What follows belongs to an exercise in optimizing a design on an open flow for small area, a short achievable clock period and few clock cycles per item; a production flow would make more cautious choices. In this exercise RTL edits were held to simulation tests only and were not proved equivalent to the original.

==> zinc <==
==> flow/design.v <==
package afp_pkg;
  localparam int unsigned VALUE_BITS = 64;
  localparam logic [1:0] OP_CHAR       = 2'd0;
  localparam logic [1:0] OP_NEW_FIELD  = 2'd1;
  localparam logic [1:0] OP_NEW_STRING = 2'd2;
  localparam logic [1:0] OP_NOP        = 2'd3;
  localparam logic [1:0] ST_BUSY    = 2'd0;
  localparam logic [1:0] ST_MATCHED = 2'd1;
  localparam logic [1:0] ST_NOMATCH = 2'd2;
  localparam logic [1:0] ST_EOS     = 2'd3;
  localparam logic [1:0] MODE_DEC  = 2'd0;
  localparam logic [1:0] MODE_OCT  = 2'd1;
  localparam logic [1:0] MODE_HEX  = 2'd2;
  localparam logic [1:0] MODE_AUTO = 2'd3;
  localparam logic REG_RADIX_MODE = 1'b0;
  localparam logic REG_MAX_WIDTH  = 1'b1;
  typedef struct packed {
    logic [1:0] op;
    logic [7:0] ch;
  } in_item_t;
  typedef struct packed {
    logic               consumed;
    logic               done_res;
    logic [1:0]         status;
    logic signed [63:0] value;
    logic [15:0]        char_count;
  } out_item_t;
  typedef struct packed {
    logic [1:0] radix_mode;
    logic [7:0] max_width;
  } cfg_t;
endpackage
module afp_cfg (
  input  logic          clk_i,
  input  logic          rst_ni,
  input  logic          psel,
  input  logic          penable,
  input  logic          pwrite,
  input  logic [2:0]    paddr,
  input  logic [31:0]   pwdata,
  output logic [31:0]   prdata,
  output logic          pready,
  output afp_pkg::cfg_t cfg_o
);
  logic [1:0] radix_mode_q;
  logic [7:0] max_width_q;
  logic       wr_en;
  assign pready = 1'b1;
  assign wr_en  = psel && penable && pwrite;
  always_ff @(posedge clk_i or negedge rst_ni) begin
    if (!rst_ni) begin
      radix_mode_q <= afp_pkg::MODE_DEC;
      max_width_q  <= 8'd0;
    end else if (wr_en) begin
      if (paddr[2] == afp_pkg::REG_RADIX_MODE) radix_mode_q <= pwdata[1:0];
      else                                     max_width_q  <= pwdata[7:0];
    end
  end
  assign prdata = paddr[2] ? {24'd0, max_width_q} : {30'd0, radix_mode_q};
  assign cfg_o.radix_mode = radix_mode_q;
  assign cfg_o.max_width  = max_width_q;
endmodule
module afp_core (
  input  logic               clk_i,
  input  logic               rst_ni,
  input  logic               advance_i,
  input  afp_pkg::in_item_t  item_i,
  input  afp_pkg::cfg_t      cfg_i,
  output afp_pkg::out_item_t res_o
);
  localparam logic [2:0] PH_SKIP   = 3'b000;
  localparam logic [2:0] PH_SIGNED = 3'b001;
  localparam logic [2:0] PH_ZERO   = 3'b010;
  localparam logic [2:0] PH_DIGITS = 3'b011;
  localparam logic [2:0] PH_IDLE   = 3'b100;
  logic [2:0]  phase_q, phase_d;
  logic [63:0] value_q, value_d;
  logic        neg_q, neg_d;
  logic        r16_q, r16_d;      
  logic        r8_q, r8_d;        
  logic        auto_q, auto_d;    
  logic        lim_q, lim_d;      
  logic [7:0]  left_q, left_d;
  logic [15:0] count_q, count_d;
  logic        cons_q, cons_d;
  logic        done_q, done_d;
  logic [1:0] op;
  logic [7:0] ch;
  assign op = item_i.op;
  assign ch = item_i.ch;
  logic       is_ws, is_minus, is_nul, is_zero, is_x;
  logic       is_dec, is_lc, is_uc, is_oct;
  logic [3:0] dv;
  assign is_ws    = (ch == 8'h20) || (ch == 8'h09) || (ch == 8'h0A);
  assign is_minus = (ch == 8'h2D);
  assign is_nul   = (ch == 8'h00);
  assign is_zero  = (ch == 8'h30);
  assign is_x     = (ch == 8'h78) || (ch == 8'h58);
  assign is_dec   = (ch[7:4] == 4'h3) && (ch[3:0] <= 4'd9);
  assign is_oct   = (ch[7:3] == 5'b00110);
  assign is_lc    = (ch[7:3] == 5'b01100) && (ch[2:0] != 3'd0) && (ch[2:0] != 3'd7);
  assign is_uc    = (ch[7:3] == 5'b01000) && (ch[2:0] != 3'd0) && (ch[2:0] != 3'd7);
  assign dv       = is_dec ? ch[3:0] : {1'b1, ch[2:0] + 3'd1};
  logic dig_ok;
  assign dig_ok = (r16_q ? (is_dec || is_lc || is_uc) : r8_q ? is_oct : is_dec) &&
                  (!lim_q || (left_q != 8'd0));
  logic [63:0] opa, opb, opc, acc_step;
  assign opa      = r16_q ? {value_q[59:0], 4'b0} : {value_q[60:0], 3'b0};
  assign opb      = (r16_q || r8_q) ? 64'd0 : {value_q[62:0], 1'b0};
  assign opc      = neg_q ? (64'd0 - {60'd0, dv}) : {60'd0, dv};
  assign acc_step = opa + opb + opc;
  logic is_char, start, ph_pre, ph_open;
  assign is_char = (op == afp_pkg::OP_CHAR);
  assign start   = (op == afp_pkg::OP_NEW_FIELD) || (op == afp_pkg::OP_NEW_STRING);
  assign ph_pre  = (phase_q == PH_SKIP) || (phase_q == PH_SIGNED);
  assign ph_open = !phase_q[2];
  logic took, take_dig;
  always_comb begin
    phase_d  = phase_q;
    neg_d    = neg_q;
    r16_d    = r16_q;
    r8_d     = r8_q;
    auto_d   = auto_q;
    lim_d    = lim_q;
    left_d   = left_q;
    took     = 1'b0;
    take_dig = 1'b0;
    if (start) begin
      phase_d = PH_SKIP;
      neg_d   = 1'b0;
      r16_d   = (cfg_i.radix_mode == afp_pkg::MODE_HEX);
      r8_d    = (cfg_i.radix_mode == afp_pkg::MODE_OCT);
      auto_d  = (cfg_i.radix_mode == afp_pkg::MODE_AUTO);
      lim_d   = (cfg_i.max_width != 8'd0);
      left_d  = cfg_i.max_width;
    end else if (is_char && ph_open) begin
      if (phase_q == PH_SKIP && is_ws) begin
        took = 1'b1;
      end else if (phase_q == PH_SKIP && is_minus) begin
        neg_d   = 1'b1;
        phase_d = PH_SIGNED;
        took    = 1'b1;
      end else if (ph_pre && is_nul) begin
        phase_d = {1'b1, afp_pkg::ST_EOS};
      end else if (ph_pre && is_zero && (r16_q || auto_q)) begin
        if (auto_q) r8_d = 1'b1;
        phase_d = PH_ZERO;
        took    = 1'b1;
      end else if (phase_q == PH_ZERO && is_x) begin
        r16_d   = 1'b1;
        r8_d    = 1'b0;
        phase_d = PH_DIGITS;
        took    = 1'b1;
      end else if (dig_ok) begin
        if (lim_q) left_d = left_q - 8'd1;
        phase_d  = PH_DIGITS;
        took     = 1'b1;
        take_dig = 1'b1;
      end else begin
        phase_d = {1'b1, phase_q[1] ? afp_pkg::ST_MATCHED : afp_pkg::ST_NOMATCH};
      end
    end
  end
  always_comb begin
    value_d = value_q;
    if (start)         value_d = 64'd0;
    else if (take_dig) value_d = acc_step;
  end
  always_comb begin
    count_d = count_q;
    if (op == afp_pkg::OP_NEW_STRING)    count_d = 16'd0;
    else if (took && count_q != 16'hFFFF) count_d = count_q + 16'd1;
  end
  assign cons_d = took;
  assign done_d = is_char && phase_d[2] && (phase_d[1:0] != 2'd0);
  always_ff @(posedge clk_i or negedge rst_ni) begin
    if (!rst_ni) begin
      phase_q <= PH_IDLE;
      value_q <= 64'd0;
      count_q <= 16'd0;
    end else if (advance_i) begin
      phase_q <= phase_d;
      value_q <= value_d;
      count_q <= count_d;
    end
  end
  always_ff @(posedge clk_i) begin
    if (advance_i) begin
      neg_q  <= neg_d;
      r16_q  <= r16_d;
      r8_q   <= r8_d;
      auto_q <= auto_d;
      lim_q  <= lim_d;
      left_q <= left_d;
      cons_q <= cons_d;
      done_q <= done_d;
    end
  end
  assign res_o.consumed   = cons_q;
  assign res_o.done_res   = done_q;
  assign res_o.status     = done_q ? phase_q[1:0] : afp_pkg::ST_BUSY;
  assign res_o.value      = value_q;
  assign res_o.char_count = count_q;
endmodule
module ascii_integer_field_parser (
  input  logic               clk_i,
  input  logic               rst_ni,
  input  logic               in_valid_i,
  output logic               in_ready_o,
  input  logic [9:0]         in_data_i,
  output logic               out_valid_o,
  input  logic               out_ready_i,
  output logic [83:0]        out_data_o,
  input  logic               psel,
  input  logic               penable,
  input  logic               pwrite,
  input  logic [2:0]         paddr,
  input  logic [31:0]        pwdata,
  output logic [31:0]        prdata,
  output logic               pready
);
  afp_pkg::cfg_t cfg;
  logic          out_valid_q;
  logic          advance;
  afp_cfg u_cfg (
    .clk_i   (clk_i),
    .rst_ni  (rst_ni),
    .psel    (psel),
    .penable (penable),
    .pwrite  (pwrite),
    .paddr   (paddr),
    .pwdata  (pwdata),
    .prdata  (prdata),
    .pready  (pready),
    .cfg_o   (cfg)
  );
  assign in_ready_o = !out_valid_q || out_ready_i;
  assign advance    = in_valid_i && in_ready_o;
  afp_core u_core (
    .clk_i     (clk_i),
    .rst_ni    (rst_ni),
    .advance_i (advance),
    .item_i    (in_data_i),
    .cfg_i     (cfg),
    .res_o     (out_data_o)
  );
  always_ff @(posedge clk_i or negedge rst_ni) begin
    if (!rst_ni) begin
      out_valid_q <= 1'b0;
    end else if (advance) begin
      out_valid_q <= 1'b1;
    end else if (out_ready_i) begin
      out_valid_q <= 1'b0;
    end
  end
  assign out_valid_o = out_valid_q;
endmodule
==> flow/run.sh <==
#!/bin/bash
# synth_recipe.tcl (not shown) runs the flow's synth.tcl, then flattens the netlist and writes it again
# the make line also repeats each setting of config.mk as NAME=value (left out here)
make -C /OpenROAD-flow-scripts/flow DESIGN_CONFIG=/design/flow/config.mk WORK_HOME=/design/flow/orfs CLKGATE_MAP_FILE= SYNTH_SCRIPT=/design/flow/synth_recipe.tcl finish
==> flow/config.mk <==
export PLATFORM = sky130hd
export DESIGN_NAME = ascii_integer_field_parser
export DESIGN_NICKNAME = ascii_integer_field_parser
export VERILOG_FILES = /design/flow/design.v
export SDC_FILE = /design/flow/constraint.sdc
export NUM_CORES = 4
export LEC_CHECK = 0
export CAP_MARGIN = 20
export CORE_MARGIN = 2
export CORE_UTILIZATION = 40
export SLEW_MARGIN = 20
==> flow/constraint.sdc <==
create_clock -name core_clock -period 6.5 [get_ports {clk_i}]
set_input_delay 1.3000 -clock core_clock [delete_from_list [all_inputs] [get_ports {clk_i}]]
set_output_delay 1.3000 -clock core_clock [all_outputs]
set_load 0.01 [all_outputs]
==> inputs of yarrow, as changes to zinc <==
--- a/flow/design.v
+++ b/flow/design.v
@@ -19,6 +19,17 @@
     logic [7:0] ch;
   } in_item_t;
   typedef struct packed {
+    logic [1:0] op;
+    logic       ws;      
+    logic       minus;
+    logic       nul;
+    logic       x;       
+    logic       dec;     
+    logic       oct;     
+    logic       hex;     
+    logic [3:0] dv;      
+  } dec_item_t;
+  typedef struct packed {
     logic               consumed;
     logic               done_res;
     logic [1:0]         status;
@@ -60,11 +71,31 @@
   assign cfg_o.radix_mode = radix_mode_q;
   assign cfg_o.max_width  = max_width_q;
 endmodule
+module afp_dec (
+  input  afp_pkg::in_item_t  item_i,
+  output afp_pkg::dec_item_t dec_o
+);
+  logic [7:0] ch;
+  logic       is_dec, is_lc, is_uc;
+  assign ch     = item_i.ch;
+  assign is_dec = (ch[7:4] == 4'h3) && (ch[3:0] <= 4'd9);
+  assign is_lc  = (ch[7:3] == 5'b01100) && (ch[2:0] != 3'd0) && (ch[2:0] != 3'd7);
+  assign is_uc  = (ch[7:3] == 5'b01000) && (ch[2:0] != 3'd0) && (ch[2:0] != 3'd7);
+  assign dec_o.op    = item_i.op;
+  assign dec_o.ws    = (ch == 8'h20) || (ch == 8'h09) || (ch == 8'h0A);
+  assign dec_o.minus = (ch == 8'h2D);
+  assign dec_o.nul   = (ch == 8'h00);
+  assign dec_o.x     = (ch == 8'h78) || (ch == 8'h58);
+  assign dec_o.dec   = is_dec;
+  assign dec_o.oct   = (ch[7:3] == 5'b00110);
+  assign dec_o.hex   = is_dec || is_lc || is_uc;
+  assign dec_o.dv    = is_dec ? ch[3:0] : {1'b1, ch[2:0] + 3'd1};
+endmodule
 module afp_core (
   input  logic               clk_i,
   input  logic               rst_ni,
   input  logic               advance_i,
-  input  afp_pkg::in_item_t  item_i,
+  input  afp_pkg::dec_item_t item_i,
   input  afp_pkg::cfg_t      cfg_i,
   output afp_pkg::out_item_t res_o
 );
@@ -74,7 +105,7 @@
   localparam logic [2:0] PH_DIGITS = 3'b011;
   localparam logic [2:0] PH_IDLE   = 3'b100;
   logic [2:0]  phase_q, phase_d;
-  logic [63:0] value_q, value_d;
+  logic [63:0] w_q, w_d;
   logic        neg_q, neg_d;
   logic        r16_q, r16_d;      
   logic        r8_q, r8_d;        
@@ -85,46 +116,40 @@
   logic        cons_q, cons_d;
   logic        done_q, done_d;
   logic [1:0] op;
-  logic [7:0] ch;
-  assign op = item_i.op;
-  assign ch = item_i.ch;
-  logic       is_ws, is_minus, is_nul, is_zero, is_x;
-  logic       is_dec, is_lc, is_uc, is_oct;
-  logic [3:0] dv;
-  assign is_ws    = (ch == 8'h20) || (ch == 8'h09) || (ch == 8'h0A);
-  assign is_minus = (ch == 8'h2D);
-  assign is_nul   = (ch == 8'h00);
-  assign is_zero  = (ch == 8'h30);
-  assign is_x     = (ch == 8'h78) || (ch == 8'h58);
-  assign is_dec   = (ch[7:4] == 4'h3) && (ch[3:0] <= 4'd9);
-  assign is_oct   = (ch[7:3] == 5'b00110);
-  assign is_lc    = (ch[7:3] == 5'b01100) && (ch[2:0] != 3'd0) && (ch[2:0] != 3'd7);
-  assign is_uc    = (ch[7:3] == 5'b01000) && (ch[2:0] != 3'd0) && (ch[2:0] != 3'd7);
-  assign dv       = is_dec ? ch[3:0] : {1'b1, ch[2:0] + 3'd1};
+  logic       is_zero;
+  assign op      = item_i.op;
+  assign is_zero = item_i.oct && (item_i.dv == 4'd0);
   logic dig_ok;
-  assign dig_ok = (r16_q ? (is_dec || is_lc || is_uc) : r8_q ? is_oct : is_dec) &&
+  assign dig_ok = (r16_q ? item_i.hex : r8_q ? item_i.oct : item_i.dec) &&
                   (!lim_q || (left_q != 8'd0));
-  logic [63:0] opa, opb, opc, acc_step;
-  assign opa      = r16_q ? {value_q[59:0], 4'b0} : {value_q[60:0], 3'b0};
-  assign opb      = (r16_q || r8_q) ? 64'd0 : {value_q[62:0], 1'b0};
-  assign opc      = neg_q ? (64'd0 - {60'd0, dv}) : {60'd0, dv};
-  assign acc_step = opa + opb + opc;
+  logic [4:0]  e;
+  logic [63:0] opa, opb, opc, csa_s, csa_c, w_step;
+  assign e      = {1'b0, item_i.dv} +
+                  (!neg_q ? 5'd0 : r16_q ? 5'd15 : r8_q ? 5'd7 : 5'd9);
+  assign opa    = {w_q[60:0], 3'b0};
+  assign opb    = r16_q ? {w_q[60:0], 3'b0} : r8_q ? 64'd0 : {w_q[62:0], 1'b0};
+  assign opc    = {59'd0, e};
+  assign csa_s  = opa ^ opb ^ opc;
+  assign csa_c  = {(opa[62:0] & opb[62:0]) | (opa[62:0] & opc[62:0]) |
+                   (opb[62:0] & opc[62:0]), 1'b0};
+  assign w_step = csa_s + csa_c;
   logic is_char, start, ph_pre, ph_open;
   assign is_char = (op == afp_pkg::OP_CHAR);
   assign start   = (op == afp_pkg::OP_NEW_FIELD) || (op == afp_pkg::OP_NEW_STRING);
   assign ph_pre  = (phase_q == PH_SKIP) || (phase_q == PH_SIGNED);
   assign ph_open = !phase_q[2];
-  logic took, take_dig;
+  logic took, take_dig, take_minus;
   always_comb begin
-    phase_d  = phase_q;
-    neg_d    = neg_q;
-    r16_d    = r16_q;
-    r8_d     = r8_q;
-    auto_d   = auto_q;
-    lim_d    = lim_q;
-    left_d   = left_q;
-    took     = 1'b0;
-    take_dig = 1'b0;
+    phase_d    = phase_q;
+    neg_d      = neg_q;
+    r16_d      = r16_q;
+    r8_d       = r8_q;
+    auto_d     = auto_q;
+    lim_d      = lim_q;
+    left_d     = left_q;
+    took       = 1'b0;
+    take_dig   = 1'b0;
+    take_minus = 1'b0;
     if (start) begin
       phase_d = PH_SKIP;
       neg_d   = 1'b0;
@@ -134,19 +159,20 @@
       lim_d   = (cfg_i.max_width != 8'd0);
       left_d  = cfg_i.max_width;
     end else if (is_char && ph_open) begin
-      if (phase_q == PH_SKIP && is_ws) begin
+      if (phase_q == PH_SKIP && item_i.ws) begin
         took = 1'b1;
-      end else if (phase_q == PH_SKIP && is_minus) begin
-        neg_d   = 1'b1;
-        phase_d = PH_SIGNED;
-        took    = 1'b1;
-      end else if (ph_pre && is_nul) begin
+      end else if (phase_q == PH_SKIP && item_i.minus) begin
+        neg_d      = 1'b1;
+        phase_d    = PH_SIGNED;
+        took       = 1'b1;
+        take_minus = 1'b1;
+      end else if (ph_pre && item_i.nul) begin
         phase_d = {1'b1, afp_pkg::ST_EOS};
       end else if (ph_pre && is_zero && (r16_q || auto_q)) begin
         if (auto_q) r8_d = 1'b1;
         phase_d = PH_ZERO;
         took    = 1'b1;
-      end else if (phase_q == PH_ZERO && is_x) begin
+      end else if (phase_q == PH_ZERO && item_i.x) begin
         r16_d   = 1'b1;
         r8_d    = 1'b0;
         phase_d = PH_DIGITS;
@@ -161,14 +187,14 @@
       end
     end
   end
-  always_comb begin
-    value_d = value_q;
-    if (start)         value_d = 64'd0;
-    else if (take_dig) value_d = acc_step;
-  end
+  logic [63:0] w_hold;
+  logic        ld_step;
+  assign ld_step = advance_i && take_dig;
+  assign w_hold  = (advance_i && start) ? 64'd0 : (advance_i && take_minus) ? '1 : w_q;
+  assign w_d     = ld_step ? w_step : w_hold;
   always_comb begin
     count_d = count_q;
-    if (op == afp_pkg::OP_NEW_STRING)    count_d = 16'd0;
+    if (op == afp_pkg::OP_NEW_STRING)     count_d = 16'd0;
     else if (took && count_q != 16'hFFFF) count_d = count_q + 16'd1;
   end
   assign cons_d = took;
@@ -176,17 +202,20 @@
   always_ff @(posedge clk_i or negedge rst_ni) begin
     if (!rst_ni) begin
       phase_q <= PH_IDLE;
-      value_q <= 64'd0;
+      neg_q   <= 1'b0;
       count_q <= 16'd0;
     end else if (advance_i) begin
       phase_q <= phase_d;
-      value_q <= value_d;
+      neg_q   <= neg_d;
       count_q <= count_d;
     end
+  end
+  always_ff @(posedge clk_i or negedge rst_ni) begin
+    if (!rst_ni) w_q <= 64'd0;
+    else         w_q <= w_d;
   end
   always_ff @(posedge clk_i) begin
     if (advance_i) begin
-      neg_q  <= neg_d;
       r16_q  <= r16_d;
       r8_q   <= r8_d;
       auto_q <= auto_d;
@@ -199,7 +228,7 @@
   assign res_o.consumed   = cons_q;
   assign res_o.done_res   = done_q;
   assign res_o.status     = done_q ? phase_q[1:0] : afp_pkg::ST_BUSY;
-  assign res_o.value      = value_q;
+  assign res_o.value      = w_q ^ {64{neg_q}};
   assign res_o.char_count = count_q;
 endmodule
 module ascii_integer_field_parser (
@@ -219,9 +248,11 @@
   output logic [31:0]        prdata,
   output logic               pready
 );
-  afp_pkg::cfg_t cfg;
-  logic          out_valid_q;
-  logic          advance;
+  afp_pkg::cfg_t     cfg;
+  afp_pkg::dec_item_t in_dec, in_data_q;
+  logic              in_valid_q;
+  logic              out_valid_q;
+  logic              advance;
   afp_cfg u_cfg (
     .clk_i   (clk_i),
     .rst_ni  (rst_ni),
@@ -234,24 +265,32 @@
     .pready  (pready),
     .cfg_o   (cfg)
   );
-  assign in_ready_o = !out_valid_q || out_ready_i;
-  assign advance    = in_valid_i && in_ready_o;
+  assign advance    = in_valid_q && (!out_valid_q || out_ready_i);
+  assign in_ready_o = !in_valid_q || advance;
   afp_core u_core (
     .clk_i     (clk_i),
     .rst_ni    (rst_ni),
     .advance_i (advance),
-    .item_i    (in_data_i),
+    .item_i    (in_data_q),
     .cfg_i     (cfg),
     .res_o     (out_data_o)
   );
   always_ff @(posedge clk_i or negedge rst_ni) begin
     if (!rst_ni) begin
+      in_valid_q  <= 1'b0;
       out_valid_q <= 1'b0;
-    end else if (advance) begin
-      out_valid_q <= 1'b1;
-    end else if (out_ready_i) begin
-      out_valid_q <= 1'b0;
-    end
+    end else begin
+      if (in_ready_o) in_valid_q <= in_valid_i;
+      if (advance) out_valid_q <= 1'b1;
+      else if (out_ready_i) out_valid_q <= 1'b0;
+    end
+  end
+  afp_dec u_dec (
+    .item_i (in_data_i),
+    .dec_o  (in_dec)
+  );
+  always_ff @(posedge clk_i) begin
+    if (in_ready_o) in_data_q <= in_dec;
   end
   assign out_valid_o = out_valid_q;
 endmodule
Settings changed: SETUP_SLACK_MARGIN set to 3.0.
==> results.toml <==
[layout]
design.seq.count = 109
multi_input_area_share_pct = 53.52
nets = 1760

[power]
power_switching_uw = 577.4

[hold_path]
worstHoldStart = "u_core.value_q[63]"

[setup_path]
timing.rr.end = "u_core.value_q[52]"

[status]
outcome = "finished clean"
-- figures above: zinc

==> results.toml <==
[status]
outcome = "finished clean"

[setup_path]
timing.rr.end = "u_core.w_q[63]"

[hold_path]
worstHoldStart = "in_valid_q"

[layout]
nets = 1664
design.seq.count = 123
multi_input_area_share_pct = 58.73

[power]
power_switching_mw = 1.220
-- figures above: yarrow

Testbench counts of zinc, summed over its fixed seeds: cycles 20,345, items 20,305.
Testbench counts of yarrow, summed over its fixed seeds: cycles 20,385, items 20,305.

-- static timing again, ports no longer ideal --
No port has a modelled driver above. Below, the same layouts with a new extraction and two added sets of constraints.
Step 1 assumes that a clkbuf_16 drives the clock port and a buf_2 every other input.
Step 2 adds t to the input delays and takes it off the output delays; t is the mean of the earliest and latest rising clock arrival at the registers after step 1. Input paths then give back, and output paths get back, about the clock's delay inside the block.
a / b / c = ideal ports / drivers / drivers and shift; a / b = the first two.
run | t, ns | setup WS [ns] | hold WS [ns] | slew at the worst register clock pin (ns)
zinc | 0.410 | 0.238 / 0.245 / -0.165 | 0.497 / 0.497 / 0.497 | 0.09 / 0.09
yarrow | 0.484 | 2.121 / 2.121 / 2.121 | 0.489 / 0.489 / 0.489 | 0.07 / 0.07
Met with ideal ports but missed after step 2: setup timing in zinc. The setup slack of zinc, which loses most, moves by +0.007 ns with the drivers and by -0.403 ns with both steps.
